Source: an optimization exercise on an open RTL-to-GDS flow (aim: small area, a short achievable clock period and few clock cycles per item). Production flows keep margins and buffers that such runs may drop. Where RTL was checked, it was by simulation tests only, not by an equivalence proof against the original. Function not checked in runs 5 to 7: the RTL went through the layout flow alone. Power figures rest on the tool's default switching activity, not on a simulated workload.

==> flow/design.v <==
package lz77_pkg;
  localparam int DATA_WD = 8;
  localparam int WIN_SIZE = 16;
  localparam int DST_WD = 5;
  localparam int LEN_MAX = 8;
  localparam int LEN_MIN = 3;
  localparam int LEN_WD = 4;
  localparam int BLK_LEN_WD = 8;
  localparam logic [1:0] ST_IDLE = 2'd0;   
  localparam logic [1:0] ST_UPT  = 2'd1;   
  localparam logic [1:0] ST_SCH  = 2'd2;   
endpackage
`timescale 1ns/1ns
import lz77_pkg::*;
module lz77_window (
  input  logic                  clk,
  input  logic                  rstn,
  input  logic                  start_i,
  input  logic [BLK_LEN_WD-1:0] cfg_len_i,
  input  logic [DATA_WD-1:0]    rd_dat_i,
  output logic                  rd_val_o,
  output logic [WIN_SIZE-1:0]   eq_o,
  output logic                  nv_o,
  output logic [DATA_WD-1:0]    lit_o
);
  logic                             rd_val_r;
  logic [BLK_LEN_WD-1:0]            rem_r;
  logic [DST_WD-1:0]                cnt_r;
  logic [WIN_SIZE-1:0][DATA_WD-1:0] hist_r;
  logic [WIN_SIZE-1:0]              vld_w;
  logic [WIN_SIZE-1:0]              eq_w;
  logic [WIN_SIZE-1:0]              eq_r;
  logic                             nv_r;
  always_ff @(posedge clk or negedge rstn) begin
    if (!rstn) begin
      rd_val_r <= 1'b0;
    end else if (start_i) begin
      rd_val_r <= 1'b1;
    end else if (rem_r == BLK_LEN_WD'(1)) begin
      rd_val_r <= 1'b0;
    end
  end
  always_ff @(posedge clk) begin
    rem_r <= start_i ? cfg_len_i : rem_r - 1'b1;
  end
  always_ff @(posedge clk) begin
    if (start_i || (rd_val_r && rem_r == BLK_LEN_WD'(1))) begin
      cnt_r <= '0;
    end else if (rd_val_r && !cnt_r[DST_WD-1]) begin
      cnt_r <= cnt_r + 1'b1;
    end
  end
  always_ff @(posedge clk) begin
    hist_r <= {hist_r[WIN_SIZE-2:0], rd_dat_i};
  end
  always_comb begin
    for (int i = 0; i < WIN_SIZE; i++) begin
      vld_w[i] = (cnt_r > DST_WD'(i));
      eq_w[i]  = vld_w[i] && (rd_dat_i == hist_r[i]);
    end
  end
  always_ff @(posedge clk) begin
    eq_r <= eq_w;
  end
  always_ff @(posedge clk or negedge rstn) begin
    if (!rstn) begin
      nv_r <= 1'b0;
    end else begin
      nv_r <= rd_val_r;
    end
  end
  assign rd_val_o = rd_val_r;
  assign eq_o     = eq_r;
  assign nv_o     = nv_r;
  assign lit_o    = hist_r[2];
endmodule
`timescale 1ns/1ns
import lz77_pkg::*;
module lz77_match_search (
  input  logic                clk,
  input  logic                rstn,
  input  logic [WIN_SIZE-1:0] eq_i,
  input  logic                nv_i,
  output logic                tok_lit_o,
  output logic                tok_mat_o,
  output logic                tok_lst_o,
  output logic [LEN_WD-1:0]   mat_len_o,
  output logic [DST_WD-1:0]   mat_dst_o
);
  logic [LEN_WD-1:0]   step_r;
  logic [WIN_SIZE-1:0] p1_r;
  logic [WIN_SIZE-1:0] p2_r;
  logic                near_r;
  logic                nv1_r;
  logic                st2_w;
  logic                stm_w;
  logic [WIN_SIZE-1:0] next_w;
  logic [WIN_SIZE-1:0] ext_w;
  logic [WIN_SIZE-1:0] pair_w;
  logic                any_w;
  logic                lst_w;
  logic                take_w;
  logic [DST_WD-1:0]   prio_dst_w;
  assign st2_w = (step_r == LEN_WD'(2));
  assign stm_w = (step_r >= LEN_WD'(LEN_MIN));
  always_comb begin
    for (int i = 0; i < WIN_SIZE; i++) begin
      next_w[i] = (step_r + LEN_WD'(1) == LEN_WD'(i + 1)) && (i < LEN_MAX);
    end
  end
  assign ext_w  = p2_r & eq_i;
  assign pair_w = p1_r & eq_i & {{(WIN_SIZE-2){1'b1}}, 2'b00};
  assign any_w  = (|ext_w) && !step_r[LEN_WD-1];
  always_comb begin
    prio_dst_w = '0;
    for (int i = WIN_SIZE - 1; i >= 0; i--) begin
      if (p2_r[i]) begin
        prio_dst_w = DST_WD'(i + 1);
      end
    end
    if (near_r) begin
      prio_dst_w = DST_WD'(step_r);
    end
  end
  assign tok_lit_o = st2_w && !any_w;
  assign tok_mat_o = stm_w && !any_w;
  assign lst_w     = st2_w ? !nv1_r : !nv_i;
  assign tok_lst_o = lst_w;
  assign mat_len_o = step_r;
  assign mat_dst_o = prio_dst_w;
  always_ff @(posedge clk or negedge rstn) begin
    if (!rstn) begin
      step_r <= '0;
    end else begin
      case (step_r)
        LEN_WD'(0): if (nv_i) step_r <= LEN_WD'(1);
        LEN_WD'(1): step_r <= LEN_WD'(2);
        LEN_WD'(2): if (any_w) step_r <= LEN_WD'(3);
                    else if (lst_w) step_r <= LEN_WD'(0);
        default:    if (any_w) step_r <= step_r + 1'b1;
                    else step_r <= lst_w ? LEN_WD'(0) : LEN_WD'(1);
      endcase
    end
  end
  assign take_w = stm_w || (st2_w && any_w);
  always_ff @(posedge clk) begin
    nv1_r  <= nv_i;
    p1_r   <= eq_i;
    p2_r   <= take_w ? (ext_w & ~next_w) : pair_w;
    near_r <= |(ext_w & next_w);
  end
endmodule
`timescale 1ns/1ns
import lz77_pkg::*;
module lz77_token_out (
  input  logic                  clk,
  input  logic                  rstn,
  input  logic                  tok_lit_i,
  input  logic                  tok_mat_i,
  input  logic                  tok_lst_i,
  input  logic [DATA_WD-1:0]    lit_i,
  input  logic [LEN_WD-1:0]     mat_len_i,
  input  logic [DST_WD-1:0]     mat_dst_i,
  output logic                  val_o,
  output logic                  flg_lit_o,
  output logic [DATA_WD-1:0]    dat_lit_o,
  output logic [LEN_WD-1:0]     dat_len_o,
  output logic [DST_WD-1:0]     dat_dst_o,
  output logic                  flg_lst_o,
  output logic                  done_o
);
  logic               val_r;
  logic               lit_r;
  logic [DATA_WD-1:0] dat_r;
  logic [LEN_WD-1:0]  len_r;
  logic [DST_WD-1:0]  dst_r;
  logic               lst_r;
  logic               done_r;
  logic               tok_w;
  assign tok_w = tok_lit_i || tok_mat_i;
  always_ff @(posedge clk or negedge rstn) begin
    if (!rstn) begin
      val_r  <= 1'b0;
      lit_r  <= 1'b0;
      dat_r  <= '0;
      len_r  <= '0;
      dst_r  <= '0;
      lst_r  <= 1'b0;
      done_r <= 1'b0;
    end else begin
      val_r  <= tok_w;
      lit_r  <= tok_lit_i;
      dat_r  <= tok_lit_i ? lit_i : '0;
      len_r  <= tok_lit_i ? LEN_WD'(1) : (tok_mat_i ? mat_len_i : '0);
      dst_r  <= tok_mat_i ? mat_dst_i : '0;
      lst_r  <= tok_w && tok_lst_i;
      done_r <= lst_r;
    end
  end
  assign val_o     = val_r;
  assign flg_lit_o = lit_r;
  assign dat_lit_o = dat_r;
  assign dat_len_o = len_r;
  assign dat_dst_o = dst_r;
  assign flg_lst_o = lst_r;
  assign done_o    = done_r;
endmodule
`timescale 1ns/1ns
import lz77_pkg::*;
module lz77_top (
  input  logic                  clk,
  input  logic                  rstn,
  input  logic                  start_i,
  input  logic [BLK_LEN_WD-1:0] cfg_len_i,
  input  logic [DATA_WD-1:0]    rd_dat_i,
  output logic                  rd_val_o,
  output logic                  val_o,
  output logic                  flg_lit_o,
  output logic [DATA_WD-1:0]    dat_lit_o,
  output logic [LEN_WD-1:0]     dat_len_o,
  output logic [DST_WD-1:0]     dat_dst_o,
  output logic                  flg_lst_o,
  output logic                  done_o
);
  logic [WIN_SIZE-1:0] eq;
  logic                nv;
  logic [DATA_WD-1:0]  lit;
  logic                tok_lit;
  logic                tok_mat;
  logic                tok_lst;
  logic [LEN_WD-1:0]   mat_len;
  logic [DST_WD-1:0]   mat_dst;
  lz77_window u_window (
    .clk       (clk),
    .rstn      (rstn),
    .start_i   (start_i),
    .cfg_len_i (cfg_len_i),
    .rd_dat_i  (rd_dat_i),
    .rd_val_o  (rd_val_o),
    .eq_o      (eq),
    .nv_o      (nv),
    .lit_o     (lit)
  );
  lz77_match_search u_match_search (
    .clk       (clk),
    .rstn      (rstn),
    .eq_i      (eq),
    .nv_i      (nv),
    .tok_lit_o (tok_lit),
    .tok_mat_o (tok_mat),
    .tok_lst_o (tok_lst),
    .mat_len_o (mat_len),
    .mat_dst_o (mat_dst)
  );
  lz77_token_out u_token_out (
    .clk       (clk),
    .rstn      (rstn),
    .tok_lit_i (tok_lit),
    .tok_mat_i (tok_mat),
    .tok_lst_i (tok_lst),
    .lit_i     (lit),
    .mat_len_i (mat_len),
    .mat_dst_i (mat_dst),
    .val_o     (val_o),
    .flg_lit_o (flg_lit_o),
    .dat_lit_o (dat_lit_o),
    .dat_len_o (dat_len_o),
    .dat_dst_o (dat_dst_o),
    .flg_lst_o (flg_lst_o),
    .done_o    (done_o)
  );
endmodule
==> flow/run.sh <==
#!/bin/bash
# synth_recipe.tcl (not shown) runs the flow's synth.tcl, then flattens the netlist and writes it again
# the make line also repeats each setting of config.mk as NAME=value (left out here)
make -C /OpenROAD-flow-scripts/flow DESIGN_CONFIG=/design/flow/config.mk WORK_HOME=/design/flow/orfs CLKGATE_MAP_FILE= SYNTH_SCRIPT=/design/flow/synth_recipe.tcl finish
==> flow/config.mk <==
export PLATFORM = sky130hd
export DESIGN_NAME = lz77_top
export DESIGN_NICKNAME = lz77_top
export VERILOG_FILES = /design/flow/design.v
export SDC_FILE = /design/flow/constraint.sdc
export NUM_CORES = 4
export LEC_CHECK = 0
export CAP_MARGIN = 20
export CORE_MARGIN = 2
export CORE_UTILIZATION = 40
export CTS_BUF_LIST = sky130_fd_sc_hd__clkbuf_8
export CTS_CLUSTER_DIAMETER = 60
export CTS_CLUSTER_SIZE = 20
export SETUP_SLACK_MARGIN = 5
export SLEW_MARGIN = 20
==> flow/constraint.sdc <==
create_clock -name core_clock -period 8.0 [get_ports {clk}]
set_input_delay 1.6000 -clock core_clock [delete_from_list [all_inputs] [get_ports {clk}]]
set_output_delay 1.6000 -clock core_clock [all_outputs]
set_load 0.01 [all_outputs]
==> flow_summary.yaml, run 1 <==
pwr:
  fin_total_pwr_uw: 2100
  powerDensity_mw_per_mm2: 246
  p_leak_uw: 0.00339
  ir_drop_uv: 140
outcome:
  status: "timing/DRC/antenna clean"
cts:
  cts_root_buf: "clkbuf_8"
  ctsHoldBuffers: 0
  cts_buffer_depth: 3
  cts.htree.levels: 1
  worstSkewPairLatency_ns: 0.51
  clock_sinks: 216
  path_clk_slew_ns: 0.12
  cts_made_buffers: 16
  cts_tree: "built"
floorplanning:
  core_area_mm2: 0.0187
  rows: 50
  die-height_um: 142
  die_area_mm2: 0.0202
  die_w_um: 142
  io_pins: 41
  initial_core_util_pct: 40.8
sta:
  finalCritPeriodShare_pct: 36.9
  hold_violations: 0
  grt_setup_unrepaired: "false"
  worst_pin_slew_ns: 1.05
  final.setup.tns_ns: 0
  relSlewSlack_pct: 29.8
  finalCriticalPeriod_ns: 2.95
  max_freq_ghz: 0.339
  finalMaxSlewViolations: 0
  setup_viol: 0
  clock_skew_ns: 0.0230
final_layout:
  drive_gt1_share_pct: 5.82
  antenna_cells: 0
  finalNetCount: 746
  synthToLayoutAreaGrowth_pct: 11.7
yosys:
  synth_edf_count: 0
  synth-seq-cells: 216
  synth.top_cell.area_share_pct: 49.5
  yosysMostFrequentCell: "dfxtp_1"
  synth_common_cells: "dfxtp_1, xnor2_1, xor2_1"
  synth_top_area_cell: "dfxtp_1"
  seq_area_frac_synth_pct: 58.4
  async_reset_ff_share_pct: 12.5
  avgSynthCellArea_um2: 11.2
  synth.top_cells.by_area: "dfxtp_1, xnor2_1, dfrtp_1"
  ys.flop_type: "dfxtp_1"
  synth.distinct_cells: 62
  syn_inst: 682
  yosys_warnings: 3
  synth_area_mm2: 0.00764
  syn_nets: 712
critical_path:
  worst_path_max_delay_cell: "clkdlybuf4s50_1"
  crit_path_start_kind: "register"
  critPathMaxFanout: 1
  critPathTopFamily: "buffers and inverters"
  slowest_delay_ns: 0.52
  critical_path_class: "reg -> out"
  path_cells: "clkdlybuf4s50_1"
  cp_num_buf_inv: 1
  cp.required_ns: 6.40
  endpoint_kind: "primary output"
  crit_arrival_ns: 1.35
route:
  num_vias: 4834
  avgRoutedWirePerCell_um: 16.7
  drc: 0
  ant_nets: 0
  routed_wirelength_um: 16000
  drt_iter0_drc: 304
  via_per_inst: 5.06
  first_pass_iters: 5
worst_hold_path:
  hp-class: "reg -> reg"
global_route:
  grtUsageTotal_pct: 16.6
  grt-ovfl-total: 0
  grt_pass1_vias: 4953
  grt_max_degree: 28
  grt_pass1_wl_um: 26700
  antenna_found_initial: 0
place:
  portBuffers: 40
  routabilityCongestion: 0.816
  dp_hpwl_um: 11600
job:
  drv_cap: 0
[placed cells by master, fill, tap and decap left out, types with 3 or more instances in the layout]
cell             synthesis  routed
clkbuf_8                 0      17
nand4_1                 27      27
nand2_1                 35      35
o211ai_1                 3       3
dfxtp_1                189     189
dlymetal6s2s_1           0       7
xor2_1                  36      36
inv_1                   12      13
dfrtp_1                 27      26
nand3_1                 23      23
nor2b_1                  6       6
o21ai_0                 23      23
nor2_1                  23      23
o22ai_1                  4       4
a211oi_1                 6       6
a21oi_1                 18      18
and3_1                   3       3
o31ai_1                  3       3
a22oi_1                  6       6
xnor2_1                102     102
nor3_1                  14      14
nand2b_1                 4       4
buf_4                    2       8
ha_1                    11      11
inv_6                    0       4
nor4_1                  11      11
dlygate4sd2_1            0      16
a21boi_0                12      12
and2_1                   9       9
clkdlybuf4s50_1          0      16
[final timing paths]
check	startpoint	to	slack [ns]	cells past startpoint
worst max-delay path	u_token_out.len_r[0]	dat_len_o[0]	5.05	1
worst min-delay path	u_window.hist_r[8]	u_window.hist_r[16]	0.36	0
worst max register to register	u_match_search.step_r[0]	u_match_search.step_r[1]	5.79	6
worst min register to register	u_window.hist_r[8]	u_window.hist_r[16]	0.36	0
max in group asynchronous	rstn	u_window.rd_val_r	6.27	2
min in group asynchronous	rstn	u_token_out.len_r[1]	1.46	2
[metal layers]
metal,share of wire [%],track usage [%]
met4,2.6,4.89
met3,4.2,3.36
met5,0,0
met1,47,22.7
met2,46,26.6
[flip-flops by register name (all words and copies together) (netlist names), 4 cells and up]
signal / flops
u_match_search.p1_r: 14
u_match_search.p2_r: 16
u_match_search.step_r: 4
u_token_out.dat_r: 8
u_token_out.dst_r: 5
u_token_out.len_r: 4
u_window.cnt_r: 5
u_window.eq_r: 16
u_window.hist_r: 128
u_window.rem_r: 8
[what timing repair did]
item | in CTS | in global routing
endpoints found under the setup margin | 20 | 9
buffers inserted | 1 | 0
gates resized for setup | 18 | 9
[cells by family (layout without fill, tap and decap cells)]
group,count (synthesis),after routing,share of synthesized area (%)
flops,216,216,58.4
simple gates,171,171,12.1
xor+xnor,138,138,15.8
compound gates,101,101,9.22
buf+inv,44,84,2.54
fa+ha+maj,11,11,1.80
mux,1,1,0.147
[power by group]
group | total (uW) | switching, uW | internal, uW | leakage [uW]
logic | 337 | 196 | 141 | 0.00131
clock network | 564 | 355 | 209 | 0.000156
registers | 1200 | 55.3 | 1140 | 0.00193
total | 2100 | 606 | 1500 | 0.00339
[per-stage QoR]
step	setup WS, ns	area, um^2	hold slack [ns]	utilization, %	std cells
final	5.05	8530	0.355	45.6	956
after global routing	5.00	8530	0.369	45.6	956
after CTS	5.00	8520	0.359	45.5	956
after detailed placement	4.17	8230	0.354	44.0	931
after global placement	4.25	8230	0.353	44.0	931
after floorplan	5.26	7640	0.345	-	682
[final cells by class]
cell class / count / area, um^2
sequential: 216 / 4460
clock inverter: 7 / 60.1
clock buffer: 17 / 234
timing repair buffer: 48 / 453
fill: 1736 / 10200
tap: 234 / 293
multi-input combinational: 422 / 2980
inverter: 12 / 45.0
Testbench counts, summed over its fixed seeds: cycles 41,294, bytes 39,715.
==> run 2, diff against run 1 <==
==> flow/flow/run.sh (new file) <==
#!/bin/bash
# The standard layout with a tighter timing-repair target and small port buffers;
# the clock period and constraints are the design's. ORFS keeps each step's log under orfs/logs.
set -euo pipefail
bash standard.sh SETUP_SLACK_MARGIN=5.3 "BUFFER_PORTS_ARGS=-buffer_cell sky130_fd_sc_hd__buf_2" finish > standard.log 2>&1
==> flow/standard.sh (new file) <==
#!/bin/bash
# synth_recipe.tcl (not shown) runs the flow's synth.tcl, then flattens the netlist and writes it again
# the make line also repeats each setting of config.mk as NAME=value (left out here)
make -C /OpenROAD-flow-scripts/flow DESIGN_CONFIG=/design/flow/config.mk WORK_HOME=/design/flow/orfs CLKGATE_MAP_FILE= SYNTH_SCRIPT=/design/flow/synth_recipe.tcl "${@:-finish}"
removed: flow/run.sh
==> run 2 against run 1 <==
  * Sequential power about the same
  * Global-route usage decreased by 0.76 points
  * Clock power decreased by 5.7%
  * Still clean
  * Largest cell class unchanged
  * Clock skew about the same
  * Sequential cell count unchanged
  * Sequential share of layout area increased by 1.6 points
  * Critical path type unchanged
==> flow_summary.yaml, run 2 <==
outcome:
  status: "timing/DRC/antenna clean"
floorplanning:
  initial_core_util_pct: 40.8
  core_area_mm2: 0.0187
  rows: 50
  die_area_mm2: 0.0202
  io_pins: 41
  die-height_um: 142
  die_w_um: 142
route:
  avgRoutedWirePerCell_um: 16.5
  via_per_inst: 5.07
  first_pass_iters: 4
  drt_iter0_drc: 280
  drc: 0
  routed_wirelength_um: 15600
  ant_nets: 0
  num_vias: 4804
yosys:
  yosysMostFrequentCell: "dfxtp_1"
  async_reset_ff_share_pct: 12.5
  synth_area_mm2: 0.00764
  synth_top_area_cell: "dfxtp_1"
  syn_inst: 682
  ys.flop_type: "dfxtp_1"
  synth.top_cells.by_area: "dfxtp_1, xnor2_1, dfrtp_1"
  syn_nets: 712
  synth.top_cell.area_share_pct: 49.5
  yosys_warnings: 3
  synth_edf_count: 0
  avgSynthCellArea_um2: 11.2
  seq_area_frac_synth_pct: 58.4
  synth_common_cells: "dfxtp_1, xnor2_1, xor2_1"
  synth-seq-cells: 216
  synth.distinct_cells: 62
cts:
  clock_sinks: 216
  worstSkewPairLatency_ns: 0.50
  path_clk_slew_ns: 0.11
  cts_root_buf: "clkbuf_8"
  cts_buffer_depth: 3
  cts.htree.levels: 1
  cts_tree: "built"
  cts_made_buffers: 15
critical_path:
  critPathMaxFanout: 2
  slowest_delay_ns: 0.45
  critPathTopFamily: "flip-flops"
  endpoint_kind: "primary output"
  critical_path_class: "reg -> out"
  crit_path_start_kind: "register"
  cp.required_ns: 6.40
  crit_arrival_ns: 1.08
  worst_path_max_delay_cell: "dfrtp_2"
  path_cells: "buf_6"
  cp_num_buf_inv: 1
place:
  routabilityCongestion: 0.797
  dp_hpwl_um: 11400
  portBuffers: 40
  dpl_cell_area_mm2: 0.00799
sta:
  finalMaxSlewViolations: 0
  whs_ns: 0.366
  relSlewSlack_pct: 58.2
  final.setup.tns_ns: 0
  hold_violations: 0
  max_freq_ghz: 0.374
  grt_setup_unrepaired: "true"
  worst_pin_slew_ns: 0.625
  setup_viol: 0
  clock_skew_ns: 0.0230
  finalCritPeriodShare_pct: 33.5
  finalCriticalPeriod_ns: 2.68
global_route:
  grt_max_degree: 28
  grt-ovfl-total: 0
  grt_pass1_vias: 4813
  grtUsageTotal_pct: 15.8
  grt_pass1_wl_um: 25600
  antenna_found_initial: 0
final_layout:
  fin_area_mm2: 0.00827
  regMostFlops: "u_window.hist_r"
  layout_commonest_cell: "dfxtp_1"
  final_cell_mix: "dfxtp_1, xnor2_1, buf_2, xor2_1, nand2_1"
  finalNetCount: 739
  reg.largest.list: "u_window.hist_r (128), u_match_search.p2_r (16), u_window.eq_r (16)"
  antenna_cells: 0
  synthToLayoutAreaGrowth_pct: 8.32
  drive_gt1_share_pct: 10.2
  largest_reg_flops: 128
pwr:
  p_leak_uw: 0.00321
  ir_drop_uv: 138
  powerDensity_mw_per_mm2: 248
  fin_total_pwr_uw: 2050
worst_hold_path:
  hp-class: "reg -> reg"
job:
  drv_cap: 0
==> run 2: power by group <==
part | leakage, uW | switching, uW | internal [uW]
combinational | 0.00114 | 194 | 127
sequential | 0.00193 | 55.5 | 1140
clock | 0.000141 | 331 | 201
==> run 2: through the flow <==
step / setup slack, ns / util (%) / cells
after floorplan: 5.33 / - / 682
after global placement: 5.04 / 42.7 / 925
after detailed placement: 5.01 / 42.7 / 925
after CTS: 5.29 / 44.2 / 948
after global routing: 5.27 / 44.2 / 948
final: 5.32 / 44.2 / 948
==> run 2: final timing paths <==
| check | startpoint | to | slack [ns] | cells past startpoint |
|---|---|---|---|---|
| worst min register to register | u_window.hist_r[98] | u_window.hist_r[106] | 0.37 | 0 |
| worst min-delay path | u_window.hist_r[98] | u_window.hist_r[106] | 0.37 | 0 |
| worst max-delay path | u_window.rd_val_r | rd_val_o | 5.32 | 1 |
| worst max register to register | u_match_search.step_r[0] | u_match_search.step_r[1] | 5.82 | 6 |
| max in group asynchronous | rstn | u_window.rd_val_r | 6.51 | 1 |
| min in group asynchronous | rstn | u_token_out.dat_r[2] | 1.09 | 1 |
==> run 2: what timing repair did <==
action,in CTS,in global routing
hold buffers,0,0
resized for setup,2,0
setup endpoints to repair,1,2
setup buffers,1,0
==> run 2: logic make-up after synthesis <==
| logic type | after synthesis | synth area share (%) |
|---|---|---|
| flip-flops | 216 | 58.4 |
| AND/OR/NAND/NOR | 171 | 12.1 |
| XOR/XNOR | 138 | 15.8 |
| AO/OA/AOI/OAI | 101 | 9.22 |
| buffers and inverters | 44 | 2.54 |
| adder cells (fa/ha/maj) | 11 | 1.80 |
| multiplexers | 1 | 0.147 |
==> run 2: final cells by class <==
class	instances	area, um^2
flip-flops and latches	216	4460
multi-input cells	422	2980
repair buffers	42	221
clock inverters	5	35.0
inverters	12	45.0
clock buffers	17	234
well taps	234	293
fillers	1767	10400
==> run 2: per-layer routing <==
layer	up-vias	global-route usage, %	share of wire, %
met5	-	0	0
met4	0	4.26	2.0
met3	21	2.76	3.7
met2	87	25.6	46
met1	2318	22.0	49
li1	2378	-	-
==> run 3, diff against run 2 <==
--- a/flow/config.mk
+++ b/flow/config.mk
@@ -5,11 +5,11 @@
 export SDC_FILE = /design/flow/constraint.sdc
 export NUM_CORES = 4
 export LEC_CHECK = 0
-export CAP_MARGIN = 20
+export CAP_MARGIN = 0
 export CORE_MARGIN = 2
 export CORE_UTILIZATION = 40
 export CTS_BUF_LIST = sky130_fd_sc_hd__clkbuf_8
 export CTS_CLUSTER_DIAMETER = 60
 export CTS_CLUSTER_SIZE = 20
 export SETUP_SLACK_MARGIN = 5
-export SLEW_MARGIN = 20
+export SLEW_MARGIN = 0
==> run 3 against run 2 <==
  * Clock skew did not move
  * Final cell count did not move
  * Fmax did not move
  * Sequential power barely moved
  * Critical path type unchanged
  * Core utilization did not move
==> flow_summary.yaml, run 3 <==
final_layout:
  final_cell_mix: "dfxtp_1, xnor2_1, buf_2, xor2_1, nand2_1"
  finalNetCount: 739
  reg.largest.list: "u_window.hist_r (128), u_match_search.p2_r (16), u_window.eq_r (16)"
  largest_reg_flops: 128
  multiInputGateArea_mm2: 0.00298
  antenna_cells: 0
  fillers: 1767
  final_util_pct: 44.2
  synthToLayoutAreaGrowth_pct: 8.32
  regMostFlops: "u_window.hist_r"
  layout_commonest_cell: "dfxtp_1"
  drive_gt1_share_pct: 10.2
  regArea_mm2: 0.00446
  fin_area_mm2: 0.00827
yosys:
  synth_area_mm2: 0.00764
  async_reset_ff_share_pct: 12.5
  synth_compound_area_share_pct: 9.22
  avgSynthCellArea_um2: 11.2
  yosys-mux-area-fraction_pct: 0.147
  synth_xor_xnor_area_share_pct: 15.8
  synth.top_cells.by_area: "dfxtp_1, xnor2_1, dfrtp_1"
  syn_nets: 712
  yosysMostFrequentCell: "dfxtp_1"
  synth_edf_count: 0
  seq_area_frac_synth_pct: 58.4
  synth.top_cell.area_share_pct: 49.5
  syn_inst: 682
  synth_top_family_by_area: "XOR/XNOR gates"
  yosys.area_share.simple_pct: 12.1
  synth-seq-cells: 216
  synthAdderAreaFrac_pct: 1.80
  synth_top_area_cell: "dfxtp_1"
  synth_common_cells: "dfxtp_1, xnor2_1, xor2_1"
  synth.distinct_cells: 62
  ys.flop_type: "dfxtp_1"
  yosys_warnings: 3
place:
  portBuffers: 40
  routabilityCongestion: 0.797
  dpl_cell_area_mm2: 0.00799
  dp_hpwl_um: 11400
sta:
  relSlewSlack_pct: 58.2
  setup_viol: 0
  finalMaxSlewViolations: 0
  worst_pin_slew_ns: 0.625
  final.setup.tns_ns: 0
  hold_violations: 0
  finalCritPeriodShare_pct: 33.5
  clock_skew_ns: 0.0230
  grt_setup_unrepaired: "true"
  finalCriticalPeriod_ns: 2.68
  max_freq_ghz: 0.374
critical_path:
  worstReg2RegEnd: "u_match_search.step_r[1]"
  crit_arrival_ns: 1.08
  cp_num_buf_inv: 1
  critPathTopFamily: "flip-flops"
  cp-startpoint: "u_window.rd_val_r"
  rr_startpoint: "u_match_search.step_r[0]"
  slowest_delay_ns: 0.45
  cp.required_ns: 6.40
  worst_path_max_delay_cell: "dfrtp_2"
  endpoint_kind: "primary output"
  critPathMaxFanout: 2
  critical_path_class: "reg -> out"
  crit_path_start_kind: "register"
  path_cells: "buf_6"
  rr_worst_depth: 6
  r2r_slack_ns: 5.82
global_route:
  grt_pass1_vias: 4813
  grt-ovfl-total: 0
  grt_max_degree: 28
  antenna_found_initial: 0
  grt_pass1_wl_um: 25600
  grtUsageTotal_pct: 15.8
route:
  first_pass_iters: 4
  drc: 0
  num_vias: 4804
  drt_iter0_drc: 280
  via_per_inst: 5.07
  avgRoutedWirePerCell_um: 16.5
  routed_wirelength_um: 15600
  ant_nets: 0
cts:
  path_clk_slew_ns: 0.11
  ctsHoldBuffers: 0
  cts_buffer_depth: 3
  cts_root_buf: "clkbuf_8"
  cts_tree: "built"
  cts.htree.levels: 1
  clock_sinks: 216
  worstSkewPairLatency_ns: 0.50
  cts_made_buffers: 15
job:
  drv_cap: 0
worst_hold_path:
  worstHoldStart: "u_window.hist_r[98]"
  hp-class: "reg -> reg"
  min_delay_path_depth: 0
  hold_end: "u_window.hist_r[106]"
floorplanning:
  initial_core_util_pct: 40.8
  rows: 50
  die-height_um: 142
  die_w_um: 142
  io_pins: 41
  die_area_mm2: 0.0202
  core_area_mm2: 0.0187
pwr:
  powerDensity_mw_per_mm2: 248
  p_leak_uw: 0.00321
  ir_drop_uv: 138
outcome:
  status: "timing/DRC/antenna clean"
-- run 3: cell counts after synthesis --
No cell type changed its count.
-- run 3: worst max path at each step --
stage,end,depth (start not counted)
after CTS,rd_val_o,1
after global routing,rd_val_o,1
after detailed placement,u_window.eq_r[15],5
after global placement,u_window.eq_r[9],5
final,rd_val_o,1
after floorplan,u_window.eq_r[0],5
-- run 3: metal layers --
metal  wire length [um]  track usage [%]  up-vias
met4                310             4.26        0
met5                  0                0        -
li1                   -                -     2378
met3                571             2.76       21
met2               7120             25.6       87
met1               7610             22.0     2318
-- run 3: metrics by stage --
stage	setup slack, ns	instances	power [uW]	hold WS (ns)
5_1_grt	5.27	948	2170	0.372
4_1_cts	5.29	948	2070	0.368
3_5_place_dp	5.01	925	1540	0.355
3_3_place_gp	5.04	925	1540	0.352
6_report	5.32	948	2050	0.366
2_1_floorplan	5.33	682	1450	0.345
-- run 3: cells by family after synthesis --
kind of cell / Yosys count
buffers and inverters: 44
multiplexers: 1
adder cells (fa/ha/maj): 11
AO/OA/AOI/OAI: 101
AND/OR/NAND/NOR: 171
XOR/XNOR: 138
flip-flops: 216
-- run 3: power by group --
part	total (uW)	switching, uW	internal, uW
Combinational	321	194	127
Sequential	1200	55.5	1140
Clock	532	331	201
Total	2050	580	1470
-- run 3: worst reg2reg max path, cell delays in order (launching register included) --
cell,delay (ns)
dfrtp_1,0.49
inv_1,0.16
ha_1,0.36
o31a_1,0.38
a211oi_1,0.38
a221o_1,0.21
mux2_2,0.14
-- run 3: cell type report --
| type | instances | area share, % |
|---|---|---|
| multi-input cells | 422 | 36.1 |
| clock buffers | 17 | 2.83 |
| inverters | 12 | 0.544 |
| flip-flops and latches | 216 | 53.9 |
| repair buffers | 42 | 2.68 |
| well taps | 234 | 3.54 |
| clock inverters | 5 | 0.423 |
-- run 3: repair_timing --
item                       4_1_cts  5_1_grt
setup buffers                    1        0
setup endpoints to repair        1        2
gates resized for setup          2        0
==> run 4, diff against run 3 <==
==> flow/config.mk (replaced) <==
export PLATFORM = sky130hd
export DESIGN_NAME = lz77_top
export DESIGN_NICKNAME = lz77_top
export VERILOG_FILES = /design/flow/design.v
export SDC_FILE = /design/flow/constraint.sdc
export NUM_CORES = 4
export LEC_CHECK = 0
export CAP_MARGIN = 20
export CORE_MARGIN = 2
export CORE_UTILIZATION = 40
export CTS_BUF_LIST = sky130_fd_sc_hd__clkbuf_16
export CTS_CLUSTER_DIAMETER = 80
export CTS_CLUSTER_SIZE = 30
export SETUP_SLACK_MARGIN = 5
export SLEW_MARGIN = 20
==> run 4 against run 3 <==
  * Worst setup slack improved by 0.034 ns
  * Sequential share of layout area shrank 0.23 points
  * Sequential power is essentially flat
  * Sequential cell count did not move
  * Fmax up 1.3%
  * Non-clock buffer count is the same
  * Via count down 1.6%
  * Final cell count down 0.63%
  * Still clean
  * Power up 2.6%
  * Largest power group unchanged
  * Critical path depth stayed put
==> flow_summary.yaml, run 4 <==
final_layout:
  finalNetCount: 735
  regArea_mm2: 0.00446
  reg.largest.list: "u_window.hist_r (128), u_match_search.p2_r (16), u_window.eq_r (16)"
  fillers: 1754
  multiInputGateArea_mm2: 0.00298
  layout_commonest_cell: "dfxtp_1"
  antenna_cells: 0
  fin_area_mm2: 0.00831
  synthToLayoutAreaGrowth_pct: 8.78
  largest_reg_flops: 128
  regMostFlops: "u_window.hist_r"
  final_cell_mix: "dfxtp_1, xnor2_1, buf_2, xor2_1, nand2_1"
  drive_gt1_share_pct: 9.32
  final_cells: 942
global_route:
  grt_pass1_vias: 4770
  grt_max_degree: 32
  grt_pass1_wl_um: 25600
  grt-ovfl-total: 0
  grtUsageTotal_pct: 15.7
  antenna_found_initial: 0
sta:
  finalCriticalPeriod_ns: 2.64
  finalCritPeriodShare_pct: 33.0
  finalMaxSlewViolations: 0
  hold_violations: 0
  relSlewSlack_pct: 58.1
  whs_ns: 0.351
  max_freq_ghz: 0.378
  worst_slack_ns: 5.36
  grt_setup_unrepaired: "false"
  setup_viol: 0
  final.setup.tns_ns: 0
  clock_skew_ns: 0.0166
  worst_pin_slew_ns: 0.626
yosys:
  synth.top_cell.area_share_pct: 49.5
  syn_inst: 682
  seq_area_frac_synth_pct: 58.4
  synth_compound_area_share_pct: 9.22
  synth_top_family_by_area: "XOR/XNOR gates"
  synthAdderAreaFrac_pct: 1.80
  synth_common_cells: "dfxtp_1, xnor2_1, xor2_1"
  ys.flop_type: "dfxtp_1"
  synth_top_area_cell: "dfxtp_1"
  avgSynthCellArea_um2: 11.2
  async_reset_ff_share_pct: 12.5
  synth.top_cells.by_area: "dfxtp_1, xnor2_1, dfrtp_1"
  syn_nets: 712
  yosys.area_share.simple_pct: 12.1
  synth_xor_xnor_area_share_pct: 15.8
  synth_area_mm2: 0.00764
  synth.distinct_cells: 62
  yosys-mux-area-fraction_pct: 0.147
  synth_edf_count: 0
  yosysMostFrequentCell: "dfxtp_1"
  yosys_warnings: 3
  synth-seq-cells: 216
route:
  met3_length_um: 370
  num_vias: 4728
  maxUsedRoutingLayer: "met4"
  avgRoutedWirePerCell_um: 16.5
  drt-met1-wl_um: 7670
  via_per_inst: 5.02
  wl_met2_um: 7160
  drt_iter0_drc: 312
  first_pass_iters: 4
  routed_wirelength_um: 15500
  drc: 0
  ant_nets: 0
critical_path:
  crit_arrival_ns: 1.04
  path_cells: "buf_2"
  critPathTopFamily: "flip-flops"
  critical_path_class: "reg -> out"
  r2r_slack_ns: 5.83
  cp_num_buf_inv: 1
  crit_path_start_kind: "register"
  slowest_delay_ns: 0.44
  endpoint_kind: "primary output"
  rr_worst_depth: 6
  rr_startpoint: "u_match_search.step_r[0]"
  worst_path_max_delay_cell: "dfrtp_2"
  worstReg2RegEnd: "u_match_search.step_r[1]"
  critPathMaxFanout: 2
  cp.required_ns: 6.40
worst_hold_path:
  worstHoldStart: "u_window.hist_r[106]"
  hp-class: "reg -> reg"
  min_delay_path_depth: 0
  hold_end: "u_window.hist_r[114]"
place:
  portBuffers: 40
  routabilityCongestion: 0.797
  pre_cts_ws_ns: 5.01
  dpl_cell_area_mm2: 0.00799
  dp_hpwl_um: 11400
  dp.cells: 925
cts:
  clock_sinks: 216
  worstSkewPairLatency_ns: 0.46
  path_clk_slew_ns: 0.11
  cts_root_buf: "clkbuf_16"
  cts_buffer_depth: 3
  cts_made_buffers: 11
  cts.htree.levels: 1
  cts_tree: "built"
floorplanning:
  initial_core_util_pct: 40.8
  die-height_um: 142
  io_pins: 41
  core_area_mm2: 0.0187
  rows: 50
  die_area_mm2: 0.0202
  die_w_um: 142
pwr:
  ir_drop_uv: 117
  p_leak_uw: 0.00322
  powerDensity_mw_per_mm2: 254
outcome:
  status: "timing/DRC/antenna clean"
job:
  drv_cap: 0
run 4: cell types whose count changed in the layout (fill, tap and decap cells not counted), sizes merged:
cell / before / now
clkinvlp: 1 / 0
clkinv: 0 / 2
inv: 16 / 15
clkbuf: 17 / 11
run 4: logic make-up after synthesis:
kind of cell / Yosys count
AO/OA/AOI/OAI: 101
XOR/XNOR: 138
adder cells (fa/ha/maj): 11
buffers and inverters: 44
flip-flops: 216
multiplexers: 1
AND/OR/NAND/NOR: 171
run 4: worst max-delay path by stage:
| stage | startpoint | slack, ns | end | depth (start not counted) |
|---|---|---|---|---|
| after floorplan | rd_dat_i[0] | 5.33 | u_window.eq_r[0] | 5 |
| after global placement | rd_dat_i[6] | 5.04 | u_window.eq_r[9] | 5 |
| after detailed placement | rd_dat_i[3] | 5.01 | u_window.eq_r[15] | 5 |
| after CTS | u_window.rd_val_r | 5.34 | rd_val_o | 1 |
| after global routing | u_window.rd_val_r | 5.31 | rd_val_o | 1 |
| final | u_window.rd_val_r | 5.36 | rd_val_o | 1 |
run 4: final cells by class:
class,count,area share (%)
tap,234,3.52
clock inverter,5,0.422
inverter,12,0.542
clock buffer,11,3.31
sequential,216,53.7
multi-input combinational,422,35.9
timing repair buffer,42,2.59
run 4: power breakdown:
part           total [uW]  internal [uW]  switching, uW  leakage [uW]
sequential           1200           1140           55.3       0.00193
clock                 587            259            328      0.000158
combinational         320            127            193       0.00113
run 4: routing by layer:
metal | GRT usage [%] | vias to the layer above
met1 | 22.1 | 2289
met4 | 4.16 | 0
met2 | 25.7 | 57
met3 | 2.09 | 18
li1 | - | 2364
met5 | 0 | -
run 4: stage by stage:
step	utilization, %	total power, uW
after global routing	44.4	2220
after floorplan	-	1450
after global placement	42.7	1540
after detailed placement	42.7	1540
final	44.4	2110
after CTS	44.4	2130
run 4: timing repair:
item,in CTS,in global routing
setup endpoints to repair,1,0
endpoints found under the hold margin,0,0
resized for setup,1,0
hold buffers,0,0
setup buffers,1,0
==> run 5, diff against run 4 <==
--- a/flow/design.v
+++ b/flow/design.v
@@ -24,6 +24,7 @@
   output logic [DATA_WD-1:0]    lit_o
 );
   logic                             rd_val_r;
+  logic                             rd_out_r;
   logic [BLK_LEN_WD-1:0]            rem_r;
   logic [DST_WD-1:0]                cnt_r;
   logic [WIN_SIZE-1:0][DATA_WD-1:0] hist_r;
@@ -34,10 +35,15 @@
   always_ff @(posedge clk or negedge rstn) begin
     if (!rstn) begin
       rd_val_r <= 1'b0;
-    end else if (start_i) begin
-      rd_val_r <= 1'b1;
-    end else if (rem_r == BLK_LEN_WD'(1)) begin
-      rd_val_r <= 1'b0;
+    end else begin
+      rd_val_r <= start_i || (rd_val_r && rem_r > BLK_LEN_WD'(1));
+    end
+  end
+  always_ff @(posedge clk or negedge rstn) begin
+    if (!rstn) begin
+      rd_out_r <= 1'b0;
+    end else begin
+      rd_out_r <= start_i || (rd_out_r && rem_r != BLK_LEN_WD'(1));
     end
   end
   always_ff @(posedge clk) begin
@@ -69,7 +75,7 @@
       nv_r <= rd_val_r;
     end
   end
-  assign rd_val_o = rd_val_r;
+  assign rd_val_o = rd_out_r;
   assign eq_o     = eq_r;
   assign nv_o     = nv_r;
   assign lit_o    = hist_r[2];
==> run 5 against run 4 <==
  * Still clean on timing, DRC and antenna
  * Critical path depth grew 4
  * Routed wire length grew 5.6%
  * Global-route usage grew 0.97 points
  * Combinational power grew 6%
  * Non-clock buffer count shrank 1
  * Clock-buffer cell count is the same
  * Largest cell class unchanged
  * Largest power group unchanged
  * Highest routed layer unchanged
==> flow_summary.yaml, run 5 <==
critical_path:
  r2r_slack_ns: 5.71
  crit_arrival_ns: 3.03
  cp.required_ns: 8.37
  worstReg2RegEnd: "u_match_search.step_r[0]"
  rr_startpoint: "u_match_search.p2_r[8]"
  crit_path_end: "u_window.eq_r[9]"
  critical_path_class: "in -> reg"
  rr_worst_depth: 6
  endpoint_kind: "register"
  crit_path_start_kind: "primary input"
  critPathMaxFanout: 17
  cp-startpoint: "rd_dat_i[6]"
final_layout:
  regArea_mm2: 0.00448
  fin_area_mm2: 0.00830
  final_cell_mix: "dfxtp_1, xnor2_1, buf_2, nand2_1, xor2_1"
  layout_commonest_cell: "dfxtp_1"
  finalNetCount: 734
  antenna_cells: 0
  regMostFlops: "u_window.hist_r"
  reg.largest.list: "u_window.hist_r (128), u_match_search.p2_r (16), u_window.eq_r (16)"
  multiInputGateArea_mm2: 0.00296
  fillers: 1769
  largest_reg_flops: 128
  synthToLayoutAreaGrowth_pct: 8.70
  drive_gt1_share_pct: 9.05
yosys:
  synth.top_cells.by_area: "dfxtp_1, xnor2_1, dfrtp_1"
  syn_inst: 682
  synth_edf_count: 0
  synth.top_cell.area_share_pct: 49.6
  synth.distinct_cells: 59
  synth-seq-cells: 217
  syn_nets: 712
  yosysMostFrequentCell: "dfxtp_1"
  synth_area_mm2: 0.00763
  avgSynthCellArea_um2: 11.2
  synth_top_area_cell: "dfxtp_1"
  synth_common_cells: "dfxtp_1, xnor2_1, nand2_1"
  async_reset_ff_share_pct: 12.9
  ys.flop_type: "dfxtp_1"
  yosys_warnings: 3
  seq_area_frac_synth_pct: 58.7
route:
  num_vias: 4760
  avgRoutedWirePerCell_um: 17.4
  drt_iter0_drc: 306
  first_pass_iters: 4
  routed_wirelength_um: 16400
  drc: 0
  via_per_inst: 5.06
  ant_nets: 0
place:
  dpl_cell_area_mm2: 0.00799
  dp_hpwl_um: 12200
  portBuffers: 40
  routabilityCongestion: 0.827
floorplanning:
  core_area_mm2: 0.0187
  io_pins: 41
  rows: 50
  die-height_um: 142
  die_area_mm2: 0.0202
  initial_core_util_pct: 40.8
  die_w_um: 142
sta:
  max_freq_ghz: 0.375
  final.setup.tns_ns: 0
  finalCriticalPeriod_ns: 2.66
  worst_pin_slew_ns: 0.729
  setup_viol: 0
  hold_violations: 0
  grt_setup_unrepaired: "false"
  relSlewSlack_pct: 51.4
  finalCritPeriodShare_pct: 33.3
  finalMaxSlewViolations: 0
  clock_skew_ns: 0.0169
cts:
  path_clk_slew_ns: 0.11
  cts_setup_buffers: 0
  cts_tree: "built"
  cts_buffer_depth: 3
  cts.htree.levels: 1
  post_cts_resized: 0
  clock_sinks: 217
  ctsHoldBuffers: 0
  cts_root_buf: "clkbuf_16"
  worstSkewPairLatency_ns: 0.47
  cts_made_buffers: 11
worst_hold_path:
  hp-class: "reg -> reg"
global_route:
  grt_max_degree: 31
  antenna_found_initial: 0
  grt_pass1_wl_um: 26600
  grtUsageTotal_pct: 16.7
  grt-ovfl-total: 0
  grt_pass1_vias: 4983
pwr:
  powerDensity_mw_per_mm2: 258
  p_leak_uw: 0.00319
  ir_drop_uv: 172
job:
  drv_cap: 0
outcome:
  status: "timing/DRC/antenna clean"
-- run 5: cell types whose count changed in the layout (fill, tap and decap cells not counted), sizes merged, moves of 3 or more --
cell,change
a21oi,-4
o21ai,+3
nor4,-4
xor2,-4
xnor2,+4
nand3,-3
nor2,-4
-- run 5: worst min path at each step --
| stage | start | endpoint | cells after the start |
|---|---|---|---|
| 3_5_place_dp | u_window.hist_r[8] | u_window.hist_r[16] | 0 |
| 4_1_cts | u_window.hist_r[79] | u_window.hist_r[87] | 0 |
| 5_1_grt | u_window.hist_r[79] | u_window.hist_r[87] | 0 |
| 3_3_place_gp | u_window.hist_r[83] | u_window.hist_r[91] | 0 |
| 6_report | u_window.hist_r[27] | u_window.hist_r[35] | 0 |
| 2_1_floorplan | u_window.eq_r[15] | u_match_search.p1_r[15] | 0 |
-- run 5: worst max-delay path: stages --
cell and delay [ns]:
buf_2 0.42, xnor2_1 0.19, nand4_1 0.11, or4_1 0.50
nor4_1 0.21
-- run 5: logic make-up (layout without fill, tap and decap cells) --
kind of cell,after synthesis,after routing,share of synthesized area (%)
AO/OA/AOI/OAI,105,105,9.44
flip-flops,217,217,58.7
buffers and inverters,45,70,2.49
adder cells (fa/ha/maj),11,11,1.80
AND/OR/NAND/NOR,166,166,11.7
XOR/XNOR,138,138,15.8
-- run 5: final cells by class --
| class | count | area share, % |
|---|---|---|
| flip-flops and latches | 217 | 54.0 |
| multi-input cells | 420 | 35.7 |
| well taps | 234 | 3.53 |
| clock buffers | 11 | 3.32 |
| repair buffers | 41 | 2.50 |
| inverters | 13 | 0.588 |
| clock inverters | 5 | 0.362 |
-- run 5: stage by stage --
stage | worst slack [ns] | std cells | utilization (%) | power [uW] | hold WS (ns)
global placement | 4.91 | 925 | 42.7 | 1560 | 0.353
global route | 5.31 | 941 | 44.4 | 2240 | 0.366
CTS | 5.38 | 941 | 44.4 | 2160 | 0.361
finish | 5.34 | 941 | 44.4 | 2140 | 0.367
floorplan | 5.29 | 682 | - | 1460 | 0.345
detailed placement | 4.89 | 925 | 42.7 | 1570 | 0.354
-- run 5: per-layer routing --
| metal | wire [um] | vias to the layer above | track usage, % |
|---|---|---|---|
| met2 | 7830 | 85 | 28.8 |
| met5 | 0 | - | 0 |
| met3 | 501 | 25 | 1.92 |
| met1 | 7710 | 2290 | 22.3 |
| li1 | - | 2360 | - |
| met4 | 344 | 0 | 4.47 |
-- run 5: where the power goes --
| part | internal (uW) | total, uW | leakage [uW] | switching (uW) |
|---|---|---|---|---|
| Combinational | 129 | 338 | 0.00110 | 209 |
| Sequential | 1150 | 1210 | 0.00194 | 55.0 |
| Clock | 258 | 595 | 0.000154 | 338 |
==> run 6, diff against run 5 <==
==> flow/flow/run.sh (replaced) <==
#!/bin/bash
# The standard layout with a tighter timing-repair target and small port buffers;
# the clock period and constraints are the design's. ORFS keeps each step's log under orfs/logs.
set -euo pipefail
bash standard.sh SETUP_SLACK_MARGIN=5.37 "BUFFER_PORTS_ARGS=-buffer_cell sky130_fd_sc_hd__buf_2" finish > standard.log 2>&1
==> run 6 against run 5 <==
  * Fmax up 0.76%
  * Critical path depth unchanged
  * Register-to-register slack is essentially flat
  * Non-clock buffer count increased by 1
  * Largest power group unchanged
  * Sequential power about the same
  * Area after synthesis stayed put
  * Synthesized cell count did not move
  * Core utilization rose by 0.17 points
==> flow_summary.yaml, run 6 <==
place:
  dp.cells: 925
  dpl_cell_area_mm2: 0.00799
  portBuffers: 40
  dp_hpwl_um: 11800
  routabilityCongestion: 0.808
sta:
  finalMaxSlewViolations: 0
  grt_setup_unrepaired: "true"
  clock_skew_ns: 0.0139
  finalCritPeriodShare_pct: 33.1
  setup_viol: 0
  finalCriticalPeriod_ns: 2.64
  relSlewSlack_pct: 52.8
  worst_pin_slew_ns: 0.707
  final.setup.tns_ns: 0
  max_freq_ghz: 0.378
  hold_violations: 0
floorplanning:
  rows: 50
  die_w_um: 142
  initial_core_util_pct: 40.8
  die-height_um: 142
  core_area_mm2: 0.0187
  io_pins: 41
  die_area_mm2: 0.0202
final_layout:
  synthToLayoutAreaGrowth_pct: 9.11
  fin_area_mm2: 0.00833
  final_cell_mix: "dfxtp_1, xnor2_1, nand2_1, buf_2, xor2_1"
  regMostFlops: "u_window.hist_r"
  antenna_cells: 0
  reg.largest.list: "u_window.hist_r (128), u_match_search.p2_r (16), u_window.eq_r (16)"
  largest_reg_flops: 128
  drive_gt1_share_pct: 9.03
  final_cells: 943
  finalNetCount: 735
  layout_commonest_cell: "dfxtp_1"
critical_path:
  cp-startpoint: "rd_dat_i[5]"
  endpoint_kind: "register"
  rr_startpoint: "u_match_search.p2_r[8]"
  crit_arrival_ns: 3.00
  critical_path_class: "in -> reg"
  crit_path_start_kind: "primary input"
  cp.required_ns: 8.36
  critPathMaxFanout: 17
global_route:
  grt_max_degree: 32
  grt_pass1_vias: 4877
  antenna_found_initial: 0
  grt-ovfl-total: 0
  grtUsageTotal_pct: 16.5
  grt_pass1_wl_um: 26400
yosys:
  synth-seq-cells: 217
  synth.top_cell.area_share_pct: 49.6
  synth.top_cells.by_area: "dfxtp_1, xnor2_1, dfrtp_1"
  ys.flop_type: "dfxtp_1"
  yosysMostFrequentCell: "dfxtp_1"
  synth_area_mm2: 0.00763
  synth_top_area_cell: "dfxtp_1"
  syn_inst: 682
  async_reset_ff_share_pct: 12.9
  synth_edf_count: 0
  avgSynthCellArea_um2: 11.2
  synth.distinct_cells: 59
  synth_common_cells: "dfxtp_1, xnor2_1, nand2_1"
  seq_area_frac_synth_pct: 58.7
  syn_nets: 712
  yosys_warnings: 3
cts:
  cts.htree.levels: 1
  worstSkewPairLatency_ns: 0.47
  path_clk_slew_ns: 0.11
  cts_root_buf: "clkbuf_16"
  ctsHoldBuffers: 0
  clock_sinks: 217
  cts_tree: "built"
  cts_made_buffers: 11
  cts_buffer_depth: 3
route:
  first_pass_iters: 4
  avgRoutedWirePerCell_um: 17.0
  num_vias: 4754
  drc: 0
  via_per_inst: 5.04
  drt_iter0_drc: 227
  routed_wirelength_um: 16000
  ant_nets: 0
job:
  drv_cap: 0
worst_hold_path:
  hp-class: "reg -> reg"
  worstHoldStart: "u_window.hist_r[102]"
outcome:
  status: "timing/DRC/antenna clean"
pwr:
  ir_drop_uv: 201
  powerDensity_mw_per_mm2: 257
  p_leak_uw: 0.00321
==> run 6: repair_timing <==
| action | 4_1_cts | 5_1_grt |
|---|---|---|
| endpoints found under the setup margin | 0 | 5 |
| buffers inserted | 0 | 1 |
| gates resized for setup | 0 | 5 |
==> run 6: per-stage QoR <==
stage / setup WS (ns) / hold WS [ns] / power (uW) / util, %
global placement: 4.89 / 0.352 / 1560 / 42.7
floorplan: 5.33 / 0.345 / 1460 / -
global route: 5.36 / 0.371 / 2250 / 44.5
CTS: 5.38 / 0.364 / 2160 / 44.4
finish: 5.36 / 0.359 / 2140 / 44.5
detailed placement: 4.90 / 0.353 / 1570 / 42.7
==> run 6: per-layer routing <==
metal | track usage [%] | wire length [um] | up-vias
met2 | 26.9 | 7370 | 94
met1 | 22.7 | 7660 | 2272
li1 | - | - | 2366
met3 | 2.46 | 550 | 22
met4 | 5.05 | 403 | 0
met5 | 0 | 0 | -
==> run 6: kinds of logic (layout without fill, tap and decap cells) <==
logic type / count (synthesis) / in the layout / share of synthesized area [%]
flops: 217 / 217 / 58.7
simple gates: 166 / 166 / 11.7
xor+xnor: 138 / 138 / 15.8
compound gates: 105 / 105 / 9.44
buf+inv: 45 / 72 / 2.49
fa+ha+maj: 11 / 11 / 1.80
==> run 6: worst max-delay path, stage by stage <==
cell and delay [ns]:
buf_2 0.42, xnor2_1 0.19, nand4_1 0.10, or4_1 0.41, nor4_1 0.27
==> run 6: cell type report <==
class / count / area, um^2
clock buffer: 11 / 275
fill: 1743 / 10400
tap: 234 / 293
clock inverter: 6 / 41.3
sequential: 217 / 4480
inverter: 13 / 48.8
timing repair buffer: 42 / 228
multi-input combinational: 420 / 2960
==> run 6: worst paths after layout <==
| check | slack, ns | end | cells after the start |
|---|---|---|---|
| setup reg to reg | 5.71 | u_match_search.step_r[0] | 6 |
| hold / removal | 0.36 | u_window.hist_r[110] | 0 |
| max in group asynchronous | 6.46 | u_token_out.dst_r[3] | 1 |
| setup / recovery | 5.36 | u_window.eq_r[15] | 5 |
| min in group asynchronous | 1.13 | u_token_out.lit_r | 1 |
| hold reg to reg | 0.36 | u_window.hist_r[110] | 0 |
==> run 6: power by group <==
group / internal [uW] / leakage (uW) / switching (uW)
Combinational: 131 / 0.00111 / 210
Sequential: 1150 / 0.00194 / 55.1
Clock: 259 / 0.000163 / 336
==> run 7, diff against run 6 <==
==> flow/flow/run.sh (replaced) <==
#!/bin/bash
# The standard layout with a tighter timing-repair target and small port buffers;
# the clock period and constraints are the design's. ORFS keeps each step's log under orfs/logs.
set -euo pipefail
bash standard.sh SETUP_SLACK_MARGIN=5.42 "BUFFER_PORTS_ARGS=-buffer_cell sky130_fd_sc_hd__buf_2" finish > standard.log 2>&1
==> run 7 against run 6 <==
  * Largest power group unchanged
  * Sequential share of layout area fell by 0.19 points
  * Power rose by 0.16%
  * Sequential cell count did not move
  * Global-route usage rose by 0.74 points
  * Routed wire length rose by 7.0%
  * Clock-buffer cell count did not move
  * Clock power barely moved
  * Highest routed layer unchanged
  * Combinational power rose by 1%
  * Worst setup slack improved by 0.047 ns
  * First-iteration DRC count rose by 16%
  * Area after synthesis did not move
  * Critical endpoint is now flg_lst_o
  * Still clean on timing, DRC and antenna
  * Critical path depth fell by 4
==> flow_summary.yaml, run 7 <==
yosys:
  synth_edf_count: 0
  ys.flop_type: "dfxtp_1"
  synth.top_cells.by_area: "dfxtp_1, xnor2_1, dfrtp_1"
  async_reset_ff_share_pct: 12.9
  synth.distinct_cells: 59
  syn_inst: 682
  synth_top_area_cell: "dfxtp_1"
  synth_area_mm2: 0.00763
  avgSynthCellArea_um2: 11.2
  yosys_warnings: 3
  synth_top_family_by_area: "XOR/XNOR gates"
  synth-seq-cells: 217
  yosys.area_share.simple_pct: 11.7
  synth_common_cells: "dfxtp_1, xnor2_1, nand2_1"
  yosysMostFrequentCell: "dfxtp_1"
  syn_nets: 712
  synth_compound_area_share_pct: 9.44
  synth.top_cell.area_share_pct: 49.6
  synthAdderAreaFrac_pct: 1.80
  seq_area_frac_synth_pct: 58.7
  yosys-mux-area-fraction_pct: 0
  synth_xor_xnor_area_share_pct: 15.8
sta:
  whs_ns: 0.351
  max_freq_ghz: 0.385
  worst_pin_slew_ns: 0.821
  finalCriticalPeriod_ns: 2.60
  relSlewSlack_pct: 45.2
  clock_skew_ns: 0.0205
  hold_violations: 0
  final.setup.tns_ns: 0
  grt_setup_unrepaired: "true"
  finalMaxSlewViolations: 0
  setup_viol: 0
  worst_slack_ns: 5.40
  finalCritPeriodShare_pct: 32.5
job:
  drv_cap: 0
pwr:
  power_frac_seq_pct: 56.3
  fin_total_pwr_uw: 2150
  switching_share_pct: 28.0
  powerDensity_mw_per_mm2: 257
  power.switching_uw: 602
  combPwrFrac_pct: 16.1
  p_clk_share_pct: 27.6
  ir_drop_uv: 152
  cell_internal_pwr_uw: 1540
  p_leak_uw: 0.00322
floorplanning:
  die_w_um: 142
  core_area_mm2: 0.0187
  die_area_mm2: 0.0202
  rows: 50
  io_pins: 41
  die-height_um: 142
  initial_core_util_pct: 40.8
final_layout:
  reg.largest.list: "u_window.hist_r (128), u_match_search.p2_r (16), u_window.eq_r (16)"
  regMostFlops: "u_window.hist_r"
  final_util_pct: 44.7
  largest_reg_flops: 128
  layout_commonest_cell: "dfxtp_1"
  synthToLayoutAreaGrowth_pct: 9.49
  fillers: 1761
  regArea_mm2: 0.00448
  final_cell_mix: "dfxtp_1, xnor2_1, nand2_1, xor2_1, buf_2"
  drive_gt1_share_pct: 9.48
  multiInputGateArea_mm2: 0.00298
  antenna_cells: 0
  finalNetCount: 735
critical_path:
  critical_path_class: "reg -> out"
  path_cells: "buf_2"
  cp.required_ns: 6.40
  endpoint_kind: "primary output"
  critPathMaxFanout: 2
  slowest_delay_ns: 0.40
  critPathTopFamily: "flip-flops"
  crit_path_start_kind: "register"
  worst_path_max_delay_cell: "dfrtp_1"
  crit_arrival_ns: 1.00
  cp_num_buf_inv: 1
cts:
  cts_tree: "built"
  cts_root_buf: "clkbuf_16"
  ctsHoldBuffers: 0
  cts.htree.levels: 1
  worstSkewPairLatency_ns: 0.46
  cts_buffer_depth: 3
  cts_made_buffers: 11
  path_clk_slew_ns: 0.11
  clock_sinks: 217
global_route:
  grt_max_degree: 32
  antenna_found_initial: 0
  grtUsageTotal_pct: 17.2
  grt_pass1_wl_um: 26800
  grt-ovfl-total: 0
  grt_pass1_vias: 4909
route:
  avgRoutedWirePerCell_um: 18.2
  drc: 0
  via_per_inst: 5.10
  num_vias: 4797
  first_pass_iters: 4
  routed_wirelength_um: 17100
  drt_iter0_drc: 264
  ant_nets: 0
place:
  routabilityCongestion: 0.900
  dp_hpwl_um: 13000
  pre_cts_ws_ns: 4.96
  portBuffers: 40
worst_hold_path:
  hp-class: "reg -> reg"
outcome:
  status: "timing/DRC/antenna clean"
-- run 7: area by class of cell --
cell class                 instances  share of cell area (%)
sequential                       217                    53.6
clock buffer                      11                    3.29
multi-input combinational        420                    35.7
tap                              234                    3.50
clock inverter                     4                   0.404
inverter                          13                   0.584
timing repair buffer              42                    2.89
-- run 7: cell families after synthesis --
family	count (synthesis)
AOI/OAI and AO/OA	105
xor gates and xnor gates	138
adders and majority gates	11
buffers and inverters	45
DFF	217
and+or+nand+nor	166
-- run 7: timing repair --
item                       4_1_cts  5_1_grt
hold endpoints to repair         0        0
setup endpoints to repair       12       25
resized for setup                0        9
setup buffers                    1        0
-- run 7: per-stage QoR --
stage / std cells / cell area [um^2]
finish: 941 / 8360
global route: 941 / 8360
CTS: 941 / 8330
detailed placement: 925 / 8020
global placement: 925 / 8020
floorplan: 682 / 7740
-- run 7: path summary, 6_finish.rpt --
| kind | from | to | slack, ns | cells after the start |
|---|---|---|---|---|
| worst min register to register | u_window.hist_r[103] | u_window.hist_r[111] | 0.35 | 0 |
| worst max register to register | u_window.eq_r[8] | u_match_search.step_r[0] | 5.57 | 6 |
| max in group asynchronous | rstn | u_token_out.dst_r[2] | 6.46 | 1 |
| worst max-delay path | u_token_out.lst_r | flg_lst_o | 5.40 | 1 |
| min in group asynchronous | rstn | u_token_out.len_r[0] | 1.13 | 1 |
| worst min-delay path | u_window.hist_r[103] | u_window.hist_r[111] | 0.35 | 0 |
-- run 7: layer usage --
layer	up-vias	GRT usage [%]	wire [um]	share of wire [%]
met5	-	0	0	0
met4	0	5.95	584	3.4
met3	31	1.85	540	3.2
met2	90	30.8	8580	50
met1	2302	21.7	7390	43
li1	2374	-	-	-
-- run 7: power by group through the flow --
| stage | sequential (uW) | combinational (uW) | clock, uW |
|---|---|---|---|
| finish | 1210 | 345 | 594 |
| global route | 1220 | 382 | 643 |
| CTS | 1210 | 343 | 608 |
| detailed placement | 1230 | 340 | 0 |
| global placement | 1230 | 337 | 0 |
| floorplan | 1220 | 241 | 0 |
==> run 8, diff against run 7 <==
--- a/flow/design.v
+++ b/flow/design.v
@@ -152,7 +152,7 @@
   always_ff @(posedge clk) begin
     nv1_r  <= nv_i;
     p1_r   <= eq_i;
-    p2_r   <= take_w ? (ext_w & ~next_w) : pair_w;
+    p2_r   <= eq_i & (take_w ? (p2_r & ~next_w) : (p1_r & {{(WIN_SIZE-2){1'b1}}, 2'b00}));
     near_r <= |(ext_w & next_w);
   end
 endmodule
==> run 8 against run 7 <==
  * Final cell count is 0.11% lower
  * Die area fell by 1.3%
  * Sequential cell count unchanged
  * Hold slack improved by 0.013 ns
  * Critical path type is now in -> reg
  * Largest cell class unchanged
  * Largest power group unchanged
==> flow_summary.yaml, run 8 <==
outcome:
  status: "timing/DRC/antenna clean"
pwr:
  fin_total_pwr_uw: 2120
  p_leak_uw: 0.00319
  ir_drop_uv: 150
  powerDensity_mw_per_mm2: 256
cts:
  worstSkewPairLatency_ns: 0.47
  cts.htree.levels: 1
  cts_tree: "built"
  path_clk_slew_ns: 0.11
  cts_buffer_depth: 3
  ctsHoldBuffers: 0
  clock_sinks: 217
  cts_root_buf: "clkbuf_16"
  cts_made_buffers: 11
yosys:
  synth.top_cells.by_area: "dfxtp_1, xnor2_1, dfrtp_1"
  synth_area_mm2: 0.00753
  yosys_warnings: 3
  ys.flop_type: "dfxtp_1"
  syn_inst: 679
  synth-seq-cells: 217
  synth_common_cells: "dfxtp_1, xnor2_1, nand2_1"
  avgSynthCellArea_um2: 11.1
  synth.distinct_cells: 48
  yosysMostFrequentCell: "dfxtp_1"
  async_reset_ff_share_pct: 12.9
  seq_area_frac_synth_pct: 59.5
  synth.top_cell.area_share_pct: 50.2
  synth_top_area_cell: "dfxtp_1"
  syn_nets: 709
  synth_edf_count: 0
sta:
  grt_setup_unrepaired: "true"
  clock_skew_ns: 0.0175
  final.setup.tns_ns: 0
  setup_viol: 0
  worst_pin_slew_ns: 0.637
  max_freq_ghz: 0.383
  finalCriticalPeriod_ns: 2.61
  finalMaxSlewViolations: 0
  hold_violations: 0
  relSlewSlack_pct: 57.2
  finalCritPeriodShare_pct: 32.6
final_layout:
  final_cell_mix: "dfxtp_1, xnor2_1, nand2_1, buf_2, xor2_1"
  fin_area_mm2: 0.00828
  largest_reg_flops: 128
  antenna_cells: 0
  synthToLayoutAreaGrowth_pct: 9.87
  layout_commonest_cell: "dfxtp_1"
  final_util_pct: 44.5
  reg.largest.list: "u_window.hist_r (128), u_match_search.p2_r (16), u_window.eq_r (16)"
  drive_gt1_share_pct: 8.78
  finalNetCount: 733
  regMostFlops: "u_window.hist_r"
route:
  routed_wirelength_um: 14900
  drc: 0
  via_per_inst: 4.91
  num_vias: 4611
  avgRoutedWirePerCell_um: 15.8
  ant_nets: 0
  drt_iter0_drc: 250
  first_pass_iters: 4
global_route:
  antenna_found_initial: 0
  grt_pass1_wl_um: 24700
  grt-ovfl-total: 0
  grt_max_degree: 32
  grtUsageTotal_pct: 15.5
  grt_pass1_vias: 4692
critical_path:
  endpoint_kind: "register"
  crit_path_start_kind: "primary input"
  cp.required_ns: 8.35
  critical_path_class: "in -> reg"
  cp-startpoint: "rd_dat_i[6]"
  rr_startpoint: "u_match_search.p2_r[5]"
  critPathMaxFanout: 17
  crit_arrival_ns: 2.96
floorplanning:
  die_w_um: 141
  io_pins: 41
  die_area_mm2: 0.0199
  rows: 50
  die-height_um: 141
  initial_core_util_pct: 40.5
  core_area_mm2: 0.0186
worst_hold_path:
  worstHoldStart: "u_window.hist_r[3]"
  hp-class: "reg -> reg"
place:
  dpl_cell_area_mm2: 0.00794
  dp_hpwl_um: 11000
  routabilityCongestion: 0.857
  portBuffers: 40
job:
  drv_cap: 0
==> run 8: cell types whose count changed after synthesis, sizes merged, moves of 3 or more <==
cell,delta
a221oi,-3
nand2,+25
buf,-7
a22oi,+3
nand3,-5
and4,-3
nor2b,-3
o21ai,-10
clkbuf,+4
o211ai,-4
nor4,+6
==> run 8: cells by family after synthesis <==
group / share of synthesized area [%]
DFF: 59.5
and+or+nand+nor: 12.3
xor gates and xnor gates: 16.0
AOI/OAI and AO/OA: 8.04
buffers and inverters: 2.31
adders and majority gates: 1.83
==> run 8: timing repair <==
item / CTS / global route
setup buffers: 0 / 0
resized for setup: 2 / 5
endpoints found under the setup margin: 17 / 35
==> run 8: where the power goes <==
| part | internal [uW] | switching, uW |
|---|---|---|
| registers | 1150 | 54.9 |
| clock network | 259 | 328 |
| logic | 125 | 200 |
==> run 8: layout make-up <==
| type | count | area, um^2 |
|---|---|---|
| Multi-Input combinational cell | 418 | 2910 |
| Fill cell | 1730 | 10300 |
| Timing Repair Buffer | 40 | 223 |
| Clock buffer | 11 | 275 |
| Tap cell | 234 | 293 |
| Sequential cell | 217 | 4480 |
| Clock inverter | 5 | 36.3 |
| Inverter | 15 | 56.3 |
==> run 8: path summary, 6_finish.rpt <==
check | to | depth (start not counted) | slack [ns]
worst max-delay path | u_window.eq_r[15] | 5 | 5.39
worst min-delay path | u_window.hist_r[11] | 0 | 0.36
worst max register to register | u_token_out.dst_r[0] | 6 | 5.74
worst min register to register | u_window.hist_r[11] | 0 | 0.36
max in group asynchronous | u_window.nv_r | 1 | 6.46
min in group asynchronous | u_token_out.len_r[2] | 1 | 1.13
==> run 8: routing by layer <==
layer | global-route usage [%] | part of all wire (%)
met2 | 25.1 | 46
met3 | 2.07 | 3.1
met4 | 4.42 | 1.9
met5 | 0 | 0
met1 | 21.7 | 49
==> run 8: metrics by stage <==
| step | instances | setup WS (ns) | hold WS (ns) |
|---|---|---|---|
| after global routing | 940 | 5.27 | 0.373 |
| after floorplan | 679 | 5.38 | 0.345 |
| after CTS | 940 | 5.38 | 0.364 |
| after global placement | 924 | 4.93 | 0.353 |
| after detailed placement | 924 | 4.89 | 0.355 |
| final | 940 | 5.39 | 0.363 |
==> run 8: worst max-delay path: stages <==
cell and delay, ns:
buf_2 0.40, xnor2_1 0.18, nand4_1 0.09, or4_1 0.41
nor4_1 0.27
Testbench counts of run 8, summed over its fixed seeds: cycles 41,294, bytes 39,715.

[separate check: timing with driven ports]
The flow's constraints put no driver on any port. The routed layouts listed below were extracted and timed again, unchanged, in two steps.
Step 1, drivers: a clkbuf_16 drives clk and a buf_2 each remaining input, both assumed.
Step 2, shift: input delay + t, output delay - t, t = (earliest + latest rising clock arrival at the registers) / 2. This alone moves slack from input paths to output paths.
a / b / c = ideal / step 1 / step 2; a / b = the first two.
run | t, ns | setup slack, ns | clock arrival spread, ns
run 1 | 0.544 | 5.049 / 5.009 / 4.587 | 0.023 / 0.024
run 2 | 0.532 | 5.323 / 5.284 / 4.989 | 0.024 / 0.025
run 3 | 0.532 | 5.323 / 5.284 / 4.989 | 0.024 / 0.025
run 4 | 0.494 | 5.357 / 5.313 / 4.990 | 0.017 / 0.016
run 5 | 0.502 | 5.335 / 5.359 / 4.857 | 0.021 / 0.022
run 6 | 0.508 | 5.355 / 5.352 / 4.871 | 0.015 / 0.015
run 7 | 0.497 | 5.403 / 5.359 / 5.025 | 0.021 / 0.021
run 8 | 0.503 | 5.392 / 5.359 / 4.912 | 0.018 / 0.018
After both steps every run listed still meets setup and hold. The setup slack of run 6, which loses most, moves by -0.003 ns with the drivers and by -0.484 ns with both steps.
